This design comes from an exercise in tuning for small area, a short achievable clock period and few clock cycles on the open sky130 flow, not from production work.
Function was checked by simulation only, so behaviour that the tests miss may differ from the original.
Power and IR drop assume default switching activity.

==> job 591 <==
==> flow/design.v <==
module register_file (
    input  logic        clk,
    input  logic        rst_n,
    input  logic [31:1] rs_oh,
    input  logic [31:1] rt_oh,
    input  logic        we,       
    input  logic [4:0]  waddr,
    input  logic [31:0] wdata,
    output logic [31:0] rs_data,
    output logic [31:0] rt_data
);
    logic [31:0] regs [1:31];
    logic [31:1] vld;
    always_ff @(posedge clk) begin
        if (we) regs[waddr] <= wdata;
    end
    always_ff @(posedge clk or negedge rst_n) begin
        if (!rst_n)
            vld <= '0;
        else if (we)
            vld[waddr] <= 1'b1;
    end
    always_comb begin
        rs_data = '0;
        rt_data = '0;
        for (int i = 1; i < 32; i++) begin
            rs_data = rs_data | ({32{rs_oh[i] && vld[i]}} & regs[i]);
            rt_data = rt_data | ({32{rt_oh[i] && vld[i]}} & regs[i]);
        end
    end
endmodule
module mips_core #(
    parameter logic [31:0] RESET_PC = 32'h0000_0000
) (
    input  logic        clk,
    input  logic        rst_n,
    output logic [31:0] imem_addr,
    input  logic [31:0] imem_data,
    output logic        wb_cyc,
    output logic        wb_stb,
    output logic        wb_we,
    output logic [31:0] wb_adr,
    output logic [31:0] wb_dat_w,
    input  logic [31:0] wb_dat_r,
    input  logic        wb_ack,
    output logic        rf_we,
    output logic [4:0]  rf_waddr,
    output logic [31:0] rf_wdata
);
    logic [29:0] pc;                  
    logic        d_valid;
    logic [31:0] d_instr;
    logic [31:1] d_rs_oh, d_rt_oh;    
    logic [29:0] d_pc;
    logic        d_pred;              
    logic        e_wr;                
    logic        e_ld;                
    logic        e_mem;               
    logic        e_st;                
    logic        e_br;                
    logic        e_bne;
    logic        e_pred;
    logic        e_k0;                
    logic        e_k1;                
    logic        e_sub, e_and, e_or, e_slt;
    logic        e_fwda, e_fwdb;      
    logic        e_wfwda, e_wfwdb;    
    logic        e_alusrc;            
    logic [4:0]  e_dest;
    logic [31:0] e_a, e_b;            
    logic [15:0] e_imm;
    logic [29:0] e_alt;               
    logic        m_wr;
    logic        m_ld;
    logic [4:0]  m_dest;
    logic [31:0] m_result;
    logic        b_cyc;
    logic        b_we;
    logic [31:0] b_adr;
    logic [31:0] b_dat;
    logic        w_we;
    logic [4:0]  w_dest;
    logic [31:0] w_data;
    logic        hold;                
    logic        load_use;            
    logic        kill_id;             
    logic        redir;               
    logic        id_redir;            
    logic        id_res;              
    logic [29:0] id_alt;
    assign hold = !wb_ack && (m_ld || (e_mem && b_cyc));
    logic [5:0]  f_op;
    logic        f_bwd;
    logic [16:0] f_lo;
    logic [13:0] f_hi_m1;
    logic [29:0] f_tgt;
    logic [29:0] pc_inc;
    logic        if_adv;
    logic [31:0] f_rs_oh, f_rt_oh;
    assign imem_addr = {pc, 2'b00};
    assign pc_inc    = pc + 30'd1;
    assign f_op    = imem_data[31:26];
    assign f_bwd   = (f_op[5:1] == 5'b00010) && imem_data[15];
    assign f_lo    = {1'b0, pc[15:0]} + {1'b0, imem_data[15:0]} + 17'd1;
    assign f_hi_m1 = pc[29:16] - 14'd1;
    assign f_tgt   = {f_lo[16] ? pc[29:16] : f_hi_m1, f_lo[15:0]};
    assign f_rs_oh = 32'd1 << imem_data[25:21];
    assign f_rt_oh = 32'd1 << imem_data[20:16];
    assign if_adv = !hold && !load_use;
    always_ff @(posedge clk or negedge rst_n) begin
        if (!rst_n) begin
            pc      <= RESET_PC[31:2];
            d_valid <= 1'b0;
        end else if (redir) begin
            pc      <= e_alt;
            d_valid <= 1'b0;
        end else if (id_redir) begin
            pc      <= id_alt;
            d_valid <= 1'b0;
        end else if (if_adv) begin
            pc      <= f_bwd ? f_tgt : pc_inc;
            d_valid <= 1'b1;
        end
    end
    always_ff @(posedge clk) begin
        if (if_adv) begin
            d_instr <= imem_data;
            d_rs_oh <= f_rs_oh[31:1];
            d_rt_oh <= f_rt_oh[31:1];
            d_pc    <= pc;
            d_pred  <= f_bwd;
        end
    end
    logic [5:0]  op, fn;
    logic [4:0]  rs, rt, rd, dest;
    logic        is_r, is_addi, is_lw, is_sw, is_br;
    logic        wr_nz, use_rs, use_rt, alu_src;
    logic [31:0] imm;
    logic [31:0] rf_a, rf_b;
    logic        e_hit_a, e_hit_b, m_hit_a, m_hit_b;
    logic [31:0] m_val;
    logic        id_go;
    assign op  = d_instr[31:26];
    assign fn  = d_instr[5:0];
    assign rs  = d_instr[25:21];
    assign rt  = d_instr[20:16];
    assign rd  = d_instr[15:11];
    assign imm = {{16{d_instr[15]}}, d_instr[15:0]};
    assign is_r    = (op == 6'h00) && (fn == 6'h20 || fn == 6'h22 || fn == 6'h24
                                    || fn == 6'h25 || fn == 6'h2a);
    assign is_addi = (op == 6'h08);
    assign is_lw   = (op == 6'h23);
    assign is_sw   = (op == 6'h2b);
    assign is_br   = (op[5:1] == 5'b00010);
    assign alu_src = is_addi || is_lw || is_sw;
    assign dest    = is_r ? rd : rt;
    assign wr_nz   = (is_r || is_addi || is_lw) && (dest != 5'd0);
    assign use_rs  = is_r || alu_src || is_br;
    assign use_rt  = is_r || is_sw || is_br;
    assign m_val = m_ld ? wb_dat_r : m_result;
    register_file u_rf (
        .clk (clk), .rst_n (rst_n),
        .rs_oh (d_rs_oh), .rt_oh (d_rt_oh),
        .we (m_wr && !hold), .waddr (m_dest), .wdata (m_val),
        .rs_data (rf_a), .rt_data (rf_b)
    );
    assign e_hit_a = e_wr && !e_ld && (e_dest == rs);
    assign e_hit_b = e_wr && !e_ld && (e_dest == rt);
    assign m_hit_a = m_wr && (m_dest == rs);
    assign m_hit_b = m_wr && (m_dest == rt);
    assign load_use = d_valid && e_ld && ((use_rs && rs == e_dest) || (use_rt && rt == e_dest));
    assign id_go = d_valid && !load_use && !kill_id;
    logic [31:0] opa, rtv, opb, opb_x, sum, res;
    logic        lt, eq, taken;
    assign opa   = e_fwda ? m_result : e_wfwda ? w_data : e_a;
    assign rtv   = e_fwdb ? m_result : e_wfwdb ? w_data : e_b;
    assign opb   = e_alusrc ? {{16{e_imm[15]}}, e_imm} : rtv;
    assign opb_x = opb ^ {32{e_sub}};
    assign sum   = opa + opb_x + {31'd0, e_sub};
    assign lt    = (opa[31] ^ opb[31]) ? opa[31] : sum[31];
    assign res   = e_and ? (opa & opb) :
                   e_or  ? (opa | opb) :
                   e_slt ? {31'd0, lt} : sum;
    assign eq    = (opa == opb);
    assign taken = e_bne ? !eq : eq;
    logic [29:0] imm30;
    assign imm30 = {{14{e_imm[15]}}, e_imm};
    assign e_alt = d_pc + (e_pred ? (~imm30 + 30'd1) : imm30);
    always_comb begin
        kill_id = 1'b0;
        redir   = 1'b0;
        if (e_br && !hold) begin
            if (taken && !e_pred) begin
                if (!e_k0) begin
                    kill_id = 1'b1;
                    redir   = !(e_k1 && !d_pred);   
                end
            end else if (!taken && e_pred) begin
                kill_id = 1'b1;
                redir   = 1'b1;
            end
        end
    end
    logic e_addsub, z_sum, id_taken;
    assign e_addsub = !e_and && !e_or && !e_slt;
    assign z_sum    = e_sub ? eq : ((opa ^ opb) == {opa[30:0] | opb[30:0], 1'b0});
    assign id_taken = op[0] ? !z_sum : z_sum;
    assign id_alt   = d_pc + 30'd1 + (d_pred ? 30'd0 : imm[29:0]);
    assign id_res   = d_valid && is_br && (rt == 5'd0) && e_hit_a && e_addsub;
    assign id_redir = id_res && !hold && !kill_id && !(d_instr[15:0] == 16'd0)
                    && (id_taken != d_pred);
    always_ff @(posedge clk or negedge rst_n) begin
        if (!rst_n) begin
            e_wr  <= 1'b0;
            e_ld  <= 1'b0;
            e_mem <= 1'b0;
            e_br  <= 1'b0;
        end else if (!hold) begin
            e_wr  <= id_go && wr_nz;
            e_ld  <= id_go && is_lw && (rt != 5'd0);
            e_mem <= id_go && (is_lw || is_sw);
            e_br  <= id_go && is_br && !id_res;
        end
    end
    always_ff @(posedge clk) begin
        if (!hold) begin
            e_st    <= is_sw;
            e_bne   <= op[0];
            e_pred  <= d_pred;
            e_k0    <= (d_instr[15:0] == 16'd0);
            e_k1    <= (d_instr[15:0] == 16'd1);
            e_sub   <= is_r && (fn == 6'h22 || fn == 6'h2a);
            e_and   <= is_r && (fn == 6'h24);
            e_or    <= is_r && (fn == 6'h25);
            e_slt   <= is_r && (fn == 6'h2a);
            e_dest  <= dest;
            e_fwda  <= e_hit_a;
            e_fwdb  <= e_hit_b;
            e_wfwda <= m_hit_a && !e_hit_a;
            e_wfwdb <= m_hit_b && !e_hit_b;
            e_alusrc <= alu_src;
            e_a     <= rf_a;
            e_b     <= rf_b;
            e_imm   <= d_instr[15:0];
        end
    end
    logic push;
    assign push = !hold && e_mem;
    always_ff @(posedge clk or negedge rst_n) begin
        if (!rst_n) begin
            m_wr  <= 1'b0;
            m_ld  <= 1'b0;
            b_cyc <= 1'b0;
        end else begin
            if (!hold) begin
                m_wr <= e_wr;
                m_ld <= e_ld;
            end
            if (push)
                b_cyc <= 1'b1;
            else if (wb_ack)
                b_cyc <= 1'b0;
        end
    end
    always_ff @(posedge clk) begin
        if (!hold) begin
            m_dest   <= e_dest;
            m_result <= res;
        end
        if (push) begin
            b_we  <= e_st;
            b_adr <= sum;
            b_dat <= rtv;
        end
    end
    assign wb_cyc   = b_cyc;
    assign wb_stb   = b_cyc;
    assign wb_we    = b_we;
    assign wb_adr   = b_adr;
    assign wb_dat_w = b_dat;
    always_ff @(posedge clk or negedge rst_n) begin
        if (!rst_n)
            w_we <= 1'b0;
        else
            w_we <= !hold && m_wr;
    end
    always_ff @(posedge clk) begin
        if (!hold) begin
            w_dest <= m_dest;
            w_data <= m_val;
        end
    end
    assign rf_we    = w_we;
    assign rf_waddr = w_dest;
    assign rf_wdata = w_data;
endmodule
==> flow/flow/run.sh <==
#!/bin/bash
# Standard layout (the standard.sh, unchanged synthesis), with:
set -euo pipefail
MARGIN=${MARGIN:-5.5}
bash standard.sh "SETUP_SLACK_MARGIN=$MARGIN" \
    "BUFFER_PORTS_ARGS=-buffer_cell sky130_fd_sc_hd__buf_2" \
    finish > standard.log 2>&1
==> flow/standard.sh <==
#!/bin/bash
# synth_recipe.tcl (not shown) runs the flow's synth.tcl, then flattens the netlist and writes it again
# the make line also repeats each setting of config.mk as NAME=value (left out here)
make -C /OpenROAD-flow-scripts/flow DESIGN_CONFIG=/design/flow/config.mk WORK_HOME=/design/flow/orfs CLKGATE_MAP_FILE= SYNTH_SCRIPT=/design/flow/synth_recipe.tcl "${@:-finish}"
==> flow/config.mk <==
export PLATFORM = sky130hd
export DESIGN_NAME = mips_core
export DESIGN_NICKNAME = mips_core
export VERILOG_FILES = /design/flow/design.v
export SDC_FILE = /design/flow/constraint.sdc
export NUM_CORES = 4
export LEC_CHECK = 0
export CAP_MARGIN = 20
export CORE_MARGIN = 2
export CORE_UTILIZATION = 45
export CTS_BUF_LIST = sky130_fd_sc_hd__clkbuf_4 sky130_fd_sc_hd__clkbuf_8
export PLACE_DENSITY = 0.6
export SETUP_SLACK_MARGIN = 5
export SLEW_MARGIN = 20
==> flow/constraint.sdc <==
create_clock -name core_clock -period 9.0 [get_ports {clk}]
set_input_delay 1.8000 -clock core_clock [delete_from_list [all_inputs] [get_ports {clk}]]
set_output_delay 1.8000 -clock core_clock [all_outputs]
set_load 0.01 [all_outputs]
==> job 1496 (differences from job 591) <==
==> flow/design.v, changed modules only <==
module prefix_adder #(
    parameter int W = 32
) (
    input  logic [W-1:0] a,
    input  logic [W-1:0] b,
    input  logic         cin,
    output logic [W-1:0] s,
    output logic         cout
);
    localparam int L = (W > 16) ? 5 : (W > 8) ? 4 : (W > 4) ? 3 : 2;   
    logic [L:0][W-1:0] g;         
    logic [L:0][W-1:0] p;         
    logic [W-1:0]      hp;        
    assign hp   = a ^ b;
    assign g[0] = {a[W-1:1] & b[W-1:1], (a[0] & b[0]) | (hp[0] & cin)};
    assign p[0] = hp;
    genvar l, i;
    generate
        for (l = 1; l <= L; l++) begin : lvl
            for (i = 0; i < W; i++) begin : bit_
                if (i >= (1 << (l - 1))) begin : comb
                    assign g[l][i] = g[l-1][i] | (p[l-1][i] & g[l-1][i - (1 << (l - 1))]);
                    assign p[l][i] = p[l-1][i] & p[l-1][i - (1 << (l - 1))];
                end else begin : pass
                    assign g[l][i] = g[l-1][i];
                    assign p[l][i] = p[l-1][i];
                end
            end
        end
    endgenerate
    assign s    = hp ^ {g[L][W-2:0], cin};
    assign cout = g[L][W-1];
endmodule
module mips_core #(
    parameter logic [31:0] RESET_PC = 32'h0000_0000
) (
    input  logic        clk,
    input  logic        rst_n,
    output logic [31:0] imem_addr,
    input  logic [31:0] imem_data,
    output logic        wb_cyc,
    output logic        wb_stb,
    output logic        wb_we,
    output logic [31:0] wb_adr,
    output logic [31:0] wb_dat_w,
    input  logic [31:0] wb_dat_r,
    input  logic        wb_ack,
    output logic        rf_we,
    output logic [4:0]  rf_waddr,
    output logic [31:0] rf_wdata
);
    logic [29:0] pc;                  
    logic        d_valid;
    logic [31:0] d_instr;
    logic [31:1] d_rs_oh, d_rt_oh;    
    logic [29:0] d_pc;
    logic        d_pred;              
    logic        e_wr;                
    logic        e_ld;                
    logic        e_mem;               
    logic        e_st;                
    logic        e_br;                
    logic        e_bne;
    logic        e_pred;
    logic        e_k0;                
    logic        e_k1;                
    logic        e_sub, e_and, e_or, e_slt;
    logic        e_sa_m, e_sa_w, e_sa_r;           
    logic        e_sb_m, e_sb_w, e_sb_r, e_sb_i;   
    logic        e_sd_m, e_sd_w, e_sd_r;           
    logic [4:0]  e_dest;
    logic [31:0] e_a, e_b;            
    logic [15:0] e_imm;
    logic [29:0] e_alt;               
    logic        m_wr;
    logic        m_ld;
    logic [4:0]  m_dest;
    logic [31:0] m_result;
    logic        b_cyc;
    logic        b_we;
    logic [31:0] b_adr;
    logic [31:0] b_dat;
    logic        w_we;
    logic [4:0]  w_dest;
    logic [31:0] w_data;
    logic        hold;                
    logic        load_use;            
    logic        kill_id;             
    logic        redir;               
    logic        id_redir;            
    logic        id_res;              
    logic [29:0] id_alt;
    assign hold = !wb_ack && (m_ld || (e_mem && b_cyc));
    logic [5:0]  f_op;
    logic        f_bwd;
    logic [16:0] f_lo;
    logic [13:0] f_hi_m1;
    logic [29:0] f_tgt;
    logic [29:0] pc_inc;
    logic        if_adv;
    logic [31:0] f_rs_oh, f_rt_oh;
    assign imem_addr = {pc, 2'b00};
    assign pc_inc    = pc + 30'd1;
    assign f_op    = imem_data[31:26];
    assign f_bwd   = (f_op[5:1] == 5'b00010) && imem_data[15];
    prefix_adder #(.W(16)) u_f_add (
        .a (pc[15:0]), .b (imem_data[15:0]), .cin (1'b1),
        .s (f_lo[15:0]), .cout (f_lo[16])
    );
    assign f_hi_m1 = pc[29:16] - 14'd1;
    assign f_tgt   = {f_lo[16] ? pc[29:16] : f_hi_m1, f_lo[15:0]};
    assign f_rs_oh = 32'd1 << imem_data[25:21];
    assign f_rt_oh = 32'd1 << imem_data[20:16];
    assign if_adv = !hold && !load_use;
    always_ff @(posedge clk or negedge rst_n) begin
        if (!rst_n) begin
            pc      <= RESET_PC[31:2];
            d_valid <= 1'b0;
        end else if (redir) begin
            pc      <= e_alt;
            d_valid <= 1'b0;
        end else if (id_redir) begin
            pc      <= id_alt;
            d_valid <= 1'b0;
        end else if (if_adv) begin
            pc      <= f_bwd ? f_tgt : pc_inc;
            d_valid <= 1'b1;
        end
    end
    always_ff @(posedge clk) begin
        if (if_adv) begin
            d_instr <= imem_data;
            d_rs_oh <= f_rs_oh[31:1];
            d_rt_oh <= f_rt_oh[31:1];
            d_pc    <= pc;
            d_pred  <= f_bwd;
        end
    end
    logic [5:0]  op, fn;
    logic [4:0]  rs, rt, rd, dest;
    logic        is_r, is_addi, is_lw, is_sw, is_br;
    logic        wr_nz, use_rs, use_rt, alu_src;
    logic [31:0] imm;
    logic [31:0] rf_a, rf_b;
    logic        e_hit_a, e_hit_b, m_hit_a, m_hit_b;
    logic [31:0] m_val;
    logic        id_go;
    assign op  = d_instr[31:26];
    assign fn  = d_instr[5:0];
    assign rs  = d_instr[25:21];
    assign rt  = d_instr[20:16];
    assign rd  = d_instr[15:11];
    assign imm = {{16{d_instr[15]}}, d_instr[15:0]};
    assign is_r    = (op == 6'h00) && (fn == 6'h20 || fn == 6'h22 || fn == 6'h24
                                    || fn == 6'h25 || fn == 6'h2a);
    assign is_addi = (op == 6'h08);
    assign is_lw   = (op == 6'h23);
    assign is_sw   = (op == 6'h2b);
    assign is_br   = (op[5:1] == 5'b00010);
    assign alu_src = is_addi || is_lw || is_sw;
    assign dest    = is_r ? rd : rt;
    assign wr_nz   = (is_r || is_addi || is_lw) && (dest != 5'd0);
    assign use_rs  = is_r || alu_src || is_br;
    assign use_rt  = is_r || is_sw || is_br;
    assign m_val = m_ld ? wb_dat_r : m_result;
    register_file u_rf (
        .clk (clk), .rst_n (rst_n),
        .rs_oh (d_rs_oh), .rt_oh (d_rt_oh),
        .we (m_wr && !hold), .waddr (m_dest), .wdata (m_val),
        .rs_data (rf_a), .rt_data (rf_b)
    );
    assign e_hit_a = e_wr && !e_ld && (e_dest == rs);
    assign e_hit_b = e_wr && !e_ld && (e_dest == rt);
    assign m_hit_a = m_wr && (m_dest == rs);
    assign m_hit_b = m_wr && (m_dest == rt);
    assign load_use = d_valid && e_ld && ((use_rs && rs == e_dest) || (use_rt && rt == e_dest));
    assign id_go = d_valid && !load_use && !kill_id;
    logic [31:0] opa, rtv, opb, opb_x, sum, res;
    logic        lt, eq, taken;
    assign opa   = ({32{e_sa_m}} & m_result) | ({32{e_sa_w}} & w_data)
                 | ({32{e_sa_r}} & e_a);
    assign opb   = ({32{e_sb_m}} & m_result) | ({32{e_sb_w}} & w_data)
                 | ({32{e_sb_r}} & e_b) | ({32{e_sb_i}} & {{16{e_imm[15]}}, e_imm});
    assign rtv   = ({32{e_sd_m}} & m_result) | ({32{e_sd_w}} & w_data)
                 | ({32{e_sd_r}} & e_b);
    assign opb_x = opb ^ {32{e_sub}};
    prefix_adder #(.W(32)) u_alu_add (
        .a (opa), .b (opb_x), .cin (e_sub), .s (sum), .cout ()
    );
    assign lt    = (opa[31] ^ opb[31]) ? opa[31] : sum[31];
    assign res   = e_and ? (opa & opb) :
                   e_or  ? (opa | opb) :
                   e_slt ? {31'd0, lt} : sum;
    assign eq    = (opa == opb);
    assign taken = e_bne ? !eq : eq;
    logic [29:0] imm30;
    assign imm30 = {{14{e_imm[15]}}, e_imm};
    prefix_adder #(.W(30)) u_e_alt (
        .a (d_pc), .b (e_pred ? ~imm30 : imm30), .cin (e_pred), .s (e_alt), .cout ()
    );
    always_comb begin
        kill_id = 1'b0;
        redir   = 1'b0;
        if (e_br && !hold) begin
            if (taken && !e_pred) begin
                if (!e_k0) begin
                    kill_id = 1'b1;
                    redir   = !(e_k1 && !d_pred);   
                end
            end else if (!taken && e_pred) begin
                kill_id = 1'b1;
                redir   = 1'b1;
            end
        end
    end
    logic e_addsub, z_sum, id_taken;
    assign e_addsub = !e_and && !e_or && !e_slt;
    assign z_sum    = e_sub ? eq : ((opa ^ opb) == {opa[30:0] | opb[30:0], 1'b0});
    assign id_taken = op[0] ? !z_sum : z_sum;
    prefix_adder #(.W(30)) u_id_alt (
        .a (d_pc), .b (d_pred ? 30'd0 : imm[29:0]), .cin (1'b1), .s (id_alt), .cout ()
    );
    assign id_res   = d_valid && is_br && (rt == 5'd0) && e_hit_a && e_addsub;
    assign id_redir = id_res && !hold && !kill_id && !(d_instr[15:0] == 16'd0)
                    && (id_taken != d_pred);
    always_ff @(posedge clk or negedge rst_n) begin
        if (!rst_n) begin
            e_wr  <= 1'b0;
            e_ld  <= 1'b0;
            e_mem <= 1'b0;
            e_br  <= 1'b0;
        end else if (!hold) begin
            e_wr  <= id_go && wr_nz;
            e_ld  <= id_go && is_lw && (rt != 5'd0);
            e_mem <= id_go && (is_lw || is_sw);
            e_br  <= id_go && is_br && !id_res;
        end
    end
    always_ff @(posedge clk) begin
        if (!hold) begin
            e_st    <= is_sw;
            e_bne   <= op[0];
            e_pred  <= d_pred;
            e_k0    <= (d_instr[15:0] == 16'd0);
            e_k1    <= (d_instr[15:0] == 16'd1);
            e_sub   <= is_r && (fn == 6'h22 || fn == 6'h2a);
            e_and   <= is_r && (fn == 6'h24);
            e_or    <= is_r && (fn == 6'h25);
            e_slt   <= is_r && (fn == 6'h2a);
            e_dest  <= dest;
            e_sa_m  <= e_hit_a;
            e_sa_w  <= m_hit_a && !e_hit_a;
            e_sa_r  <= !e_hit_a && !m_hit_a;
            e_sb_m  <= e_hit_b && !alu_src;
            e_sb_w  <= m_hit_b && !e_hit_b && !alu_src;
            e_sb_r  <= !e_hit_b && !m_hit_b && !alu_src;
            e_sb_i  <= alu_src;
            e_sd_m  <= e_hit_b;
            e_sd_w  <= m_hit_b && !e_hit_b;
            e_sd_r  <= !e_hit_b && !m_hit_b;
            e_a     <= rf_a;
            e_b     <= rf_b;
            e_imm   <= d_instr[15:0];
        end
    end
    logic push;
    assign push = !hold && e_mem;
    always_ff @(posedge clk or negedge rst_n) begin
        if (!rst_n) begin
            m_wr  <= 1'b0;
            m_ld  <= 1'b0;
            b_cyc <= 1'b0;
        end else begin
            if (!hold) begin
                m_wr <= e_wr;
                m_ld <= e_ld;
            end
            if (push)
                b_cyc <= 1'b1;
            else if (wb_ack)
                b_cyc <= 1'b0;
        end
    end
    always_ff @(posedge clk) begin
        if (!hold) begin
            m_dest   <= e_dest;
            m_result <= res;
        end
        if (push) begin
            b_we  <= e_st;
            b_adr <= sum;
            b_dat <= rtv;
        end
    end
    assign wb_cyc   = b_cyc;
    assign wb_stb   = b_cyc;
    assign wb_we    = b_we;
    assign wb_adr   = b_adr;
    assign wb_dat_w = b_dat;
    always_ff @(posedge clk or negedge rst_n) begin
        if (!rst_n)
            w_we <= 1'b0;
        else
            w_we <= !hold && m_wr;
    end
    always_ff @(posedge clk) begin
        if (!hold) begin
            w_dest <= m_dest;
            w_data <= m_val;
        end
    end
    assign rf_we    = w_we;
    assign rf_waddr = w_dest;
    assign rf_wdata = w_data;
endmodule
==> comparison table <==
Post-route met1 wirelength: job 591 102900 um; job 1496 101300 um
GR Layer Usage met1: job 591 0.4774; job 1496 0.4691
Initial Utilization: job 591 0.4541; job 1496 0.4538
Multi-input gate area in the final layout: job 591 25360 um2; job 1496 24600 um2
Total via count in the routed design: job 591 55.75k; job 1496 55.19k
Final std cells w/o fill: job 591 7666; job 1496 7534
Arrival time of data at the critical path endpoint: job 591 5.23 ns; job 1496 5.36 ns
#FFs+latches synth: job 591 1425; job 1496 1430
Area of the die: job 591 152500 um2; job 1496 152400 um2
Worst hold slack after final layout: job 591 0.4188 ns; job 1496 0.4227 ns
Slew of the pin with the lowest slew margin: job 591 1.188 ns; job 1496 1.161 ns
Clock sink count: job 591 1425; job 1496 1430
Post-synth EDFFs: job 591 1355; job 1496 1360
Path depth of the worst reg2reg path: job 591 21; job 1496 18
Layout cells sized above 1: job 591 0.2431; job 1496 0.2228
Internal Pwr Total: job 591 12360 uW; job 1496 12120 uW
Clock network power consumption: job 591 6070 uW; job 1496 6010 uW
Maximum vdd ir drop: job 591 0.1621 mV; job 1496 0.1650 mV
Antenna violations before repair: job 591 18; job 1496 22
Cell area after layout: job 591 79750 um2; job 1496 78600 um2
First-pass GRT wire length: job 591 406100 um; job 1496 398900 um
Count of different cell masters after synthesis: job 591 79; job 1496 90
Switch share: job 591 0.3008; job 1496 0.2967
Post-synthesis mux area share: job 591 0.01789; job 1496 0.007711
RR Startpoint: job 591 e_wfwdb; job 1496 e_sa_m
Run status: job 591 no timing/DRC/antenna violations; job 1496 no timing/DRC/antenna violations
Cell area power density: job 591 221.7 nW/um2; job 1496 219.3 nW/um2
Testbench counts of job 591, summed over its fixed seeds: cycles 5,913.
Testbench counts of job 1496, summed over its fixed seeds: cycles 5,913.

afterwards: timing with drivers on the ports:
Ports are ideal in the flow. The routed layouts listed here were re-timed in OpenROAD. Step 1 (the two cells are an assumption about what drives the block):
set clk [get_ports {clk}]
set_driving_cell -lib_cell sky130_fd_sc_hd__clkbuf_16 $clk
set_driving_cell -lib_cell sky130_fd_sc_hd__buf_2 [delete_from_list [all_inputs] $clk]
Step 2 also shifts input and output timing later by t, the mid clock arrival at the registers, as if the neighbouring blocks saw the same clock. Slacks: ideal ports / drivers / drivers and shift; pairs: ideal ports / drivers.
| run | shift t [ns] | setup slack, ns | worst setup path after step 2 | slew at the worst register clock pin (ns) |
|---|---|---|---|---|
| job 591 | 1.078 | 4.673 / 4.673 / 4.013 | input to register | 0.09 / 0.09 |
| job 1496 | 1.041 | 4.481 / 4.481 / 3.831 | input to register | 0.07 / 0.07 |
After both steps every run listed still meets setup and hold. The setup slack of job 591, which loses most, moves by 0.000 ns with the drivers and by -0.660 ns with both steps.
